What follows belongs to an exercise in optimizing a design on an open flow for small area; a production flow would make more cautious choices. Only simulation tests tie the RTL to the original design; equivalence was not proved. Power is estimated from default activity; no workload was simulated.

==> inputs of run R <==
==> flow/design.v <==
`default_nettype none
package poker_money_pkg;
	typedef logic [14:0] chip_t;	 
	typedef logic seat_t;	 
	localparam chip_t SMALL_BLIND = 15'd100;
	localparam chip_t BIG_BLIND = 15'd200;
endpackage
`default_nettype wire
`default_nettype none
package poker_flow_pkg;
	typedef enum logic [2:0] {
		ACT_CHECK = 3'd0,
		ACT_CALL = 3'd1,
		ACT_RAISE_2BB = 3'd2,
		ACT_RAISE_4BB = 3'd3,
		ACT_RAISE_6BB = 3'd4,
		ACT_ALL_IN = 3'd5,
		ACT_FOLD = 3'd6
	} action_t;
	typedef enum logic [2:0] {
		ST_PREFLOP = 3'd0,
		ST_FLOP = 3'd1,
		ST_TURN = 3'd2,
		ST_RIVER = 3'd3,
		ST_SHOWDOWN = 3'd4
	} street_t;
	typedef enum logic [1:0] {
		WIN_TIE = 2'd0,
		WIN_SEAT0 = 2'd1,
		WIN_SEAT1 = 2'd2
	} winner_t;
	typedef enum logic [3:0] {
		CS_IDLE,
		CS_RESET,
		CS_NEW_HAND,
		CS_BLINDS,
		CS_WAIT_ACTION,
		CS_APPLY,
		CS_STREET_END,
		CS_SHOWDOWN,
		CS_AWARD,
		CS_HAND_DONE,
		CS_MATCH_OVER
	} ctrl_state_t;
endpackage
`default_nettype wire
`timescale 1ns/1ps
`default_nettype none
module poker_table
#(
	parameter poker_money_pkg::chip_t START_CHIPS = 15'd2000
)
(
	input logic clock,
	input logic resetn,
	input logic start,
	input logic action_valid,
	input poker_flow_pkg::action_t action,
	input logic showdown_valid,
	input poker_flow_pkg::winner_t showdown_winner,
	output logic action_ready,
	output logic showdown_ready,
	output poker_money_pkg::seat_t to_act,
	output poker_flow_pkg::street_t street,
	output poker_money_pkg::chip_t stack0,
	output poker_money_pkg::chip_t stack1,
	output poker_money_pkg::chip_t bet0,
	output poker_money_pkg::chip_t bet1,
	output poker_money_pkg::chip_t pot,
	output logic hand_over,
	output logic match_over,
	output poker_money_pkg::seat_t match_winner
);
	typedef logic [11:0] amt_t;	 
	localparam amt_t START = amt_t'(START_CHIPS);
	localparam amt_t ALL = amt_t'(2 * START_CHIPS);
	localparam amt_t SB = amt_t'(poker_money_pkg::SMALL_BLIND);
	localparam amt_t BB = amt_t'(poker_money_pkg::BIG_BLIND);
	localparam logic [3:0] S_IDLE = 4'd0;
	localparam logic [3:0] S_RESET = 4'd1;
	localparam logic [3:0] S_NEW_HAND = 4'd2;
	localparam logic [3:0] S_BLINDS = 4'd3;
	localparam logic [3:0] S_WAIT = 4'd4;
	localparam logic [3:0] S_APPLY = 4'd5;
	localparam logic [3:0] S_STREET_END = 4'd6;
	localparam logic [3:0] S_SHOWDOWN = 4'd7;
	localparam logic [3:0] S_AWARD = 4'd8;
	localparam logic [3:0] S_HAND_DONE = 4'd9;
	localparam logic [3:0] S_MATCH_OVER = 4'd10;
	function automatic amt_t f_add(input amt_t a, input amt_t b, input logic ci);
		logic c;
		amt_t s;
		c = ci;
		for (int i = 0; i < 12; i++)
		begin
			s[i] = a[i] ^ b[i] ^ c;
			c = (a[i] & b[i]) | (c & (a[i] ^ b[i]));
		end
		f_add = s;
	endfunction
	function automatic amt_t f_sub(input amt_t a, input amt_t b);
		f_sub = f_add(a, ~b, 1'b1);
	endfunction
	function automatic logic f_ge(input amt_t a, input amt_t b);
		logic c;
		c = 1'b1;
		for (int i = 0; i < 12; i++)
			c = (a[i] & !b[i]) | (c & (a[i] | !b[i]));
		f_ge = c;
	endfunction
	logic [3:0] state, next_state;
	amt_t t0, t1, b0, b1;	 
	logic loaded;	 
	logic r_s1, r_split;	 
	logic first;	 
	logic bbs;	 
	logic [2:0] street_q;
	logic to_act_q, mw;
	amt_t s0, s1, p;
	logic z0, z1;
	assign s0 = f_sub(t0, b0);
	assign s1 = f_sub(t1, b1);
	assign p = f_sub(f_sub(loaded ? ALL : amt_t'(0), t0), t1);
	assign z0 = (s0 == '0);
	assign z1 = (s1 == '0);
	logic tt, l0, l1;
	amt_t mt;	 
	assign tt = f_ge(t1, t0);
	assign l0 = !f_ge(b1, t0);
	assign l1 = !f_ge(b0, t1);
	assign mt = tt ? t0 : t1;
	logic is_raise, is_allin, is_fold;
	amt_t target;
	logic raise_ok;
	assign is_raise = (action == 3'd2) || (action == 3'd3) || (action == 3'd4);
	assign is_allin = (action == 3'd5);
	assign is_fold = (action == 3'd6);
	always_comb
	begin
		case (action)
			3'd2: target = amt_t'(2 * poker_money_pkg::BIG_BLIND);
			3'd3: target = amt_t'(4 * poker_money_pkg::BIG_BLIND);
			default: target = amt_t'(6 * poker_money_pkg::BIG_BLIND);
		endcase
	end
	logic [2:0] ge_b0, ge_b1, ge_mt;	 
	assign ge_b0 = {f_ge(b0, 12'd1200), f_ge(b0, 12'd800), f_ge(b0, 12'd400)};
	assign ge_b1 = {f_ge(b1, 12'd1200), f_ge(b1, 12'd800), f_ge(b1, 12'd400)};
	assign ge_mt = {f_ge(mt, 12'd1200), f_ge(mt, 12'd800), f_ge(mt, 12'd400)};
	logic [2:0] lvl;	 
	assign lvl = {action == 3'd4, action == 3'd3, action == 3'd2};
	assign raise_ok = |(lvl & ~(to_act_q ? ge_b0 : ge_b1) & ge_mt);
	logic raised;
	assign raised = raise_ok || (is_allin && (to_act_q ? (tt ? !z0 : l1) : (tt ? l0 : !z1)));
	logic nb_load;
	logic n_tg, n_t0, n_t1, n_b0, n_b1;
	always_comb
	begin
		n_tg = raise_ok;
		n_t0 = !raise_ok && (is_allin ? tt : (!to_act_q && !l0));
		n_t1 = !raise_ok && (is_allin ? !tt : (to_act_q && !l1));
		n_b0 = !raise_ok && !is_allin && to_act_q && l1;
		n_b1 = !raise_ok && !is_allin && !to_act_q && l0;
		if (raise_ok)
			nb_load = 1'b1;
		else if (is_allin)
			nb_load = to_act_q ? (!tt || l0) : (tt || l1);
		else
			nb_load = !is_fold && (to_act_q ? (!z0 || l0) : (!z1 || l1));
	end
	logic take_action, empty;
	assign take_action = (state == S_WAIT) && action_valid;
	assign empty = z0 || z1;
	amt_t v, kv;
	assign v = r_s1 ? s0 : (r_split ? f_add(t1, p >> 1, 1'b0) : s1);
	assign kv = f_sub(ALL, v);
	always_comb
	begin
		next_state = state;
		case (state)
			S_IDLE, S_MATCH_OVER: if (start) next_state = S_RESET;
			S_RESET: next_state = S_NEW_HAND;
			S_NEW_HAND: next_state = empty ? S_MATCH_OVER : S_BLINDS;
			S_BLINDS: next_state = S_WAIT;
			S_WAIT:
				if (action_valid)
				begin
					if (is_fold)
						next_state = S_AWARD;
					else if (!first && !raised)
						next_state = S_STREET_END;
					else
						next_state = S_APPLY;
				end
			S_APPLY: next_state = S_WAIT;
			S_STREET_END: next_state = (street_q == 3'd3) ? S_SHOWDOWN : S_WAIT;
			S_SHOWDOWN: if (showdown_valid) next_state = S_AWARD;
			S_AWARD: next_state = S_HAND_DONE;
			S_HAND_DONE: next_state = S_NEW_HAND;
			default: next_state = S_IDLE;
		endcase
	end
	logic ld0, ld1, bl, bl0t, bl1t, hold_b;
	logic ld_t, col, aw, rst_c, hold_t;
	amt_t bl0c, bl1c;
	assign bl = (state == S_BLINDS);
	assign ld0 = take_action && !to_act_q && nb_load;
	assign ld1 = take_action && to_act_q && nb_load;
	assign bl0t = !f_ge(t0, bbs ? SB : BB);	 
	assign bl1t = !f_ge(t1, bbs ? BB : SB);
	assign bl0c = (bl && !bl0t) ? (bbs ? SB : BB) : '0;
	assign bl1c = (bl && !bl1t) ? (bbs ? BB : SB) : '0;
	assign hold_b = (state != S_RESET) && (state != S_STREET_END) && (state != S_AWARD) && !bl;
	assign col = (state == S_STREET_END);
	assign aw = (state == S_AWARD);
	assign rst_c = (state == S_RESET);
	assign hold_t = !col && !aw && !rst_c;
	amt_t b0_n, b1_n, t0_n, t1_n, tg_c;
	assign tg_c = n_tg ? target : '0;
	assign b0_n = ({12{hold_b && !ld0}} & b0) | ({12{ld0 && n_b1}} & b1) | ({12{(ld0 && n_t0) || (bl && bl0t)}} & t0)
		| ({12{ld0 && n_t1}} & t1) | (ld0 ? tg_c : '0) | bl0c;
	assign b1_n = ({12{hold_b && !ld1}} & b1) | ({12{ld1 && n_b0}} & b0) | ({12{(ld1 && n_t1) || (bl && bl1t)}} & t1)
		| ({12{ld1 && n_t0}} & t0) | (ld1 ? tg_c : '0) | bl1c;
	assign t0_n = ({12{hold_t}} & t0) | ({12{col || (aw && r_s1)}} & s0) | ({12{aw && !r_s1}} & kv) | (rst_c ? START : '0);
	assign t1_n = ({12{hold_t}} & t1) | ({12{col}} & s1) | ({12{aw && r_s1}} & kv) | ({12{aw && !r_s1}} & v) | (rst_c ? START : '0);
	always_ff @(posedge clock)
	begin
		r_s1 <= (state == S_WAIT) ? !to_act_q : (showdown_winner == 2'd2);
		r_split <= (state == S_WAIT) ? 1'b0 : (showdown_winner[0] == showdown_winner[1]);
		first <= (state == S_WAIT) ? first : (state != S_APPLY);
		if (!resetn)
		begin
			state <= S_IDLE;
			t0 <= '0;
			t1 <= '0;
			b0 <= '0;
			b1 <= '0;
			loaded <= 1'b0;
			bbs <= 1'b0;
			street_q <= 3'd0;
			to_act_q <= 1'b0;
			mw <= 1'b0;
		end
		else
		begin
			state <= next_state;
			t0 <= t0_n;
			t1 <= t1_n;
			b0 <= b0_n;
			b1 <= b1_n;
			case (state)
				S_RESET:
				begin
					loaded <= 1'b1;
					bbs <= 1'b0;
					to_act_q <= bbs;
					street_q <= 3'd0;
				end
				S_NEW_HAND:
					if (empty)
						mw <= z0;
					else
					begin
						bbs <= !bbs;
						to_act_q <= bbs;
						street_q <= 3'd0;
					end
				S_WAIT:
					if (action_valid && !is_fold && (raised || first))
						to_act_q <= !to_act_q;
				S_STREET_END:
				begin
					to_act_q <= bbs;
					street_q <= street_q + 3'd1;
				end
				default: ;
			endcase
		end
	end
	assign action_ready = (state == S_WAIT);
	assign showdown_ready = (state == S_SHOWDOWN);
	assign hand_over = (state == S_HAND_DONE);
	assign match_over = (state == S_MATCH_OVER);
	assign to_act = to_act_q;
	assign street = poker_flow_pkg::street_t'(street_q);
	assign stack0 = poker_money_pkg::chip_t'(s0);
	assign stack1 = poker_money_pkg::chip_t'(s1);
	assign bet0 = poker_money_pkg::chip_t'(b0);
	assign bet1 = poker_money_pkg::chip_t'(b1);
	assign pot = poker_money_pkg::chip_t'(p);
	assign match_winner = mw;
endmodule
`default_nettype wire
==> flow/run.sh <==
#!/bin/bash
# synth_recipe.tcl (not shown) runs the flow's synth.tcl, then flattens the netlist and writes it again
# the make line also repeats each setting of config.mk as NAME=value (left out here)
make -C /OpenROAD-flow-scripts/flow DESIGN_CONFIG=/design/flow/config.mk WORK_HOME=/design/flow/orfs CLKGATE_MAP_FILE= SYNTH_SCRIPT=/design/flow/synth_recipe.tcl finish
==> flow/config.mk <==
export PLATFORM = sky130hd
export DESIGN_NAME = poker_table
export DESIGN_NICKNAME = poker_table
export VERILOG_FILES = /design/flow/design.v
export SDC_FILE = /design/flow/constraint.sdc
export NUM_CORES = 4
export LEC_CHECK = 0
export CAP_MARGIN = 20
export CORE_MARGIN = 2
export CORE_UTILIZATION = 40
export SLEW_MARGIN = 20
==> flow/constraint.sdc <==
create_clock -name core_clock -period 15.0 [get_ports {clock}]
set_input_delay 3.0000 -clock core_clock [delete_from_list [all_inputs] [get_ports {clock}]]
set_output_delay 3.0000 -clock core_clock [all_outputs]
set_load 0.01 [all_outputs]
==> inputs of run K, as changes to run R <==
==> flow/design.v, changed modules only <==
module poker_table
#(
	parameter poker_money_pkg::chip_t START_CHIPS = 15'd2000
)
(
	input logic clock,
	input logic resetn,
	input logic start,
	input logic action_valid,
	input poker_flow_pkg::action_t action,
	input logic showdown_valid,
	input poker_flow_pkg::winner_t showdown_winner,
	output logic action_ready,
	output logic showdown_ready,
	output poker_money_pkg::seat_t to_act,
	output poker_flow_pkg::street_t street,
	output poker_money_pkg::chip_t stack0,
	output poker_money_pkg::chip_t stack1,
	output poker_money_pkg::chip_t bet0,
	output poker_money_pkg::chip_t bet1,
	output poker_money_pkg::chip_t pot,
	output logic hand_over,
	output logic match_over,
	output poker_money_pkg::seat_t match_winner
);
	typedef logic [11:0] amt_t;	 
	localparam amt_t START = amt_t'(START_CHIPS);
	localparam amt_t ALL = amt_t'(2 * START_CHIPS);
	localparam amt_t SB = amt_t'(poker_money_pkg::SMALL_BLIND);
	localparam amt_t BB = amt_t'(poker_money_pkg::BIG_BLIND);
	localparam logic [3:0] S_IDLE = 4'd0;
	localparam logic [3:0] S_RESET = 4'd1;
	localparam logic [3:0] S_NEW_HAND = 4'd2;
	localparam logic [3:0] S_BLINDS = 4'd3;
	localparam logic [3:0] S_WAIT = 4'd4;
	localparam logic [3:0] S_APPLY = 4'd5;
	localparam logic [3:0] S_STREET_END = 4'd6;
	localparam logic [3:0] S_SHOWDOWN = 4'd7;
	localparam logic [3:0] S_AWARD = 4'd8;
	localparam logic [3:0] S_HAND_DONE = 4'd9;
	localparam logic [3:0] S_MATCH_OVER = 4'd10;
	logic [3:0] state, next_state;
	amt_t t0, t1, b0, b1;	 
	logic loaded;	 
	logic r_s1, r_split;	 
	logic first;	 
	logic bbs;	 
	logic [2:0] street_q;
	logic to_act_q, mw;
	amt_t s0, s1, p;
	logic z0, z1;
	assign s0 = t0 - b0;
	assign s1 = t1 - b1;
	assign p = (loaded ? ALL : amt_t'(0)) - t0 - t1;
	assign z0 = (s0 == '0);
	assign z1 = (s1 == '0);
	logic bb, tt, l0, l1;
	assign bb = (b1 > b0);
	assign tt = (t0 <= t1);
	assign l0 = (b1 < t0);
	assign l1 = (b0 < t1);
	logic is_raise, is_allin, is_fold;
	amt_t target;
	logic raise_ok;
	assign is_raise = (action == 3'd2) || (action == 3'd3) || (action == 3'd4);
	assign is_allin = (action == 3'd5);
	assign is_fold = (action == 3'd6);
	always_comb
	begin
		case (action)
			3'd2: target = amt_t'(2 * poker_money_pkg::BIG_BLIND);
			3'd3: target = amt_t'(4 * poker_money_pkg::BIG_BLIND);
			default: target = amt_t'(6 * poker_money_pkg::BIG_BLIND);
		endcase
	end
	assign raise_ok = is_raise && (b0 < target) && (b1 < target) && (t0 >= target) && (t1 >= target);
	logic raised;
	assign raised = raise_ok || (is_allin && (to_act_q ? (tt ? !z0 : l1) : (tt ? l0 : !z1)));
	logic nb_load;
	amt_t nb;
	always_comb
	begin
		nb_load = 1'b0;
		nb = '0;
		if (raise_ok)
		begin
			nb_load = 1'b1;
			nb = target;
		end
		else if (is_allin)
		begin
			if (!to_act_q)
			begin
				nb_load = tt || l1;
				nb = tt ? t0 : t1;
			end
			else
			begin
				nb_load = !tt || l0;
				nb = !tt ? t1 : t0;
			end
		end
		else if (!is_fold)
		begin
			if (!to_act_q)
			begin
				nb_load = bb;
				nb = l0 ? b1 : t0;
			end
			else
			begin
				nb_load = !bb;
				nb = l1 ? b0 : t1;
			end
		end
	end
	logic take_action, empty;
	assign take_action = (state == S_WAIT) && action_valid;
	assign empty = z0 || z1;
	amt_t v, kv;
	assign v = r_s1 ? s0 : (r_split ? amt_t'(t1 + (p >> 1)) : s1);
	assign kv = ALL - v;
	always_comb
	begin
		next_state = state;
		case (state)
			S_IDLE, S_MATCH_OVER: if (start) next_state = S_RESET;
			S_RESET: next_state = S_NEW_HAND;
			S_NEW_HAND: next_state = empty ? S_MATCH_OVER : S_BLINDS;
			S_BLINDS: next_state = S_WAIT;
			S_WAIT:
				if (action_valid)
				begin
					if (is_fold)
						next_state = S_AWARD;
					else if (!first && !raised)
						next_state = S_STREET_END;
					else
						next_state = S_APPLY;
				end
			S_APPLY: next_state = S_WAIT;
			S_STREET_END: next_state = (street_q == 3'd3) ? S_SHOWDOWN : S_WAIT;
			S_SHOWDOWN: if (showdown_valid) next_state = S_AWARD;
			S_AWARD: next_state = S_HAND_DONE;
			S_HAND_DONE: next_state = S_NEW_HAND;
			default: next_state = S_IDLE;
		endcase
	end
	always_ff @(posedge clock)
	begin
		r_s1 <= (state == S_WAIT) ? !to_act_q : (showdown_winner == 2'd2);
		r_split <= (state == S_WAIT) ? 1'b0 : (showdown_winner[0] == showdown_winner[1]);
		first <= (state == S_WAIT) ? first : (state != S_APPLY);
		if (!resetn)
		begin
			state <= S_IDLE;
			t0 <= '0;
			t1 <= '0;
			b0 <= '0;
			b1 <= '0;
			loaded <= 1'b0;
			bbs <= 1'b0;
			street_q <= 3'd0;
			to_act_q <= 1'b0;
			mw <= 1'b0;
		end
		else
		begin
			state <= next_state;
			case (state)
				S_RESET:
				begin
					t0 <= START;
					t1 <= START;
					b0 <= '0;
					b1 <= '0;
					loaded <= 1'b1;
					bbs <= 1'b0;
					to_act_q <= bbs;
					street_q <= 3'd0;
				end
				S_NEW_HAND:
					if (empty)
						mw <= z0;
					else
					begin
						bbs <= !bbs;
						to_act_q <= bbs;
						street_q <= 3'd0;
					end
				S_BLINDS:
				begin
					b0 <= (t0 < (bbs ? SB : BB)) ? t0 : (bbs ? SB : BB);
					b1 <= (t1 < (bbs ? BB : SB)) ? t1 : (bbs ? BB : SB);
				end
				S_WAIT:
					if (action_valid && !is_fold)
					begin
						if (nb_load)
						begin
							if (to_act_q)
								b1 <= nb;
							else
								b0 <= nb;
						end
						if (raised || first)
							to_act_q <= !to_act_q;
					end
				S_STREET_END:
				begin
					t0 <= s0;
					t1 <= s1;
					b0 <= '0;
					b1 <= '0;
					to_act_q <= bbs;
					street_q <= street_q + 3'd1;
				end
				S_AWARD:
				begin
					t0 <= r_s1 ? v : kv;
					t1 <= r_s1 ? kv : v;
					b0 <= '0;
					b1 <= '0;
				end
				default: ;
			endcase
		end
	end
	assign action_ready = (state == S_WAIT);
	assign showdown_ready = (state == S_SHOWDOWN);
	assign hand_over = (state == S_HAND_DONE);
	assign match_over = (state == S_MATCH_OVER);
	assign to_act = to_act_q;
	assign street = poker_flow_pkg::street_t'(street_q);
	assign stack0 = poker_money_pkg::chip_t'(s0);
	assign stack1 = poker_money_pkg::chip_t'(s1);
	assign bet0 = poker_money_pkg::chip_t'(b0);
	assign bet1 = poker_money_pkg::chip_t'(b1);
	assign pot = poker_money_pkg::chip_t'(p);
	assign match_winner = mw;
endmodule
==> results.txt <==
Against run K, the clock skew of run R is lower by 4.4 ps.
Against run K, the register-to-register slack of run R is lower by 1600 ps.
Via count: run R is lower than run K (28%).
Between run K and run R, the lower core utilization is in run K (gap 0.84 points).
Of run K and run R, run K has the higher die area (gap about 30%, measured against run R).
Between run R and run K, the lower sequential power is in run K (gap about 30%, measured against run K).
Against run R, the combinational power of run K is smaller by about 6%.
Against run K, the non-clock buffer count of run R is lower by 8.
Against run R, the worst setup slack of run K is better by 980 ps.

[re-timing with driven ports]
No port has a modelled driver above. Below, the same layouts with a new extraction and two added sets of constraints.
Step 1 (the two cells are an assumption about what drives the block):
set clk [get_ports {clock}]
set_driving_cell -lib_cell sky130_fd_sc_hd__clkbuf_16 $clk
set_driving_cell -lib_cell sky130_fd_sc_hd__buf_2 [delete_from_list [all_inputs] $clk]
Step 2 moves the port delays by t, midway between the first and last clock arrival at a register: inputs arrive t later, outputs are due t later. That takes back most of the time a late clock gives input paths.
a / b / c = ideal / step 1 / step 2; a / b = the first two.
run | t, ns | slack for setup (ns) | worst setup path at the end | worst slew at a driven data input, ns | cell pins on the clock port's net
run R | 0.398 | 6.292 / 6.247 / 6.644 | register to output | 0.03 | 1
run K | 0.392 | 7.276 / 7.229 / 7.396 | input to register | 0.03 | 1
After both steps every run listed still meets setup and hold.
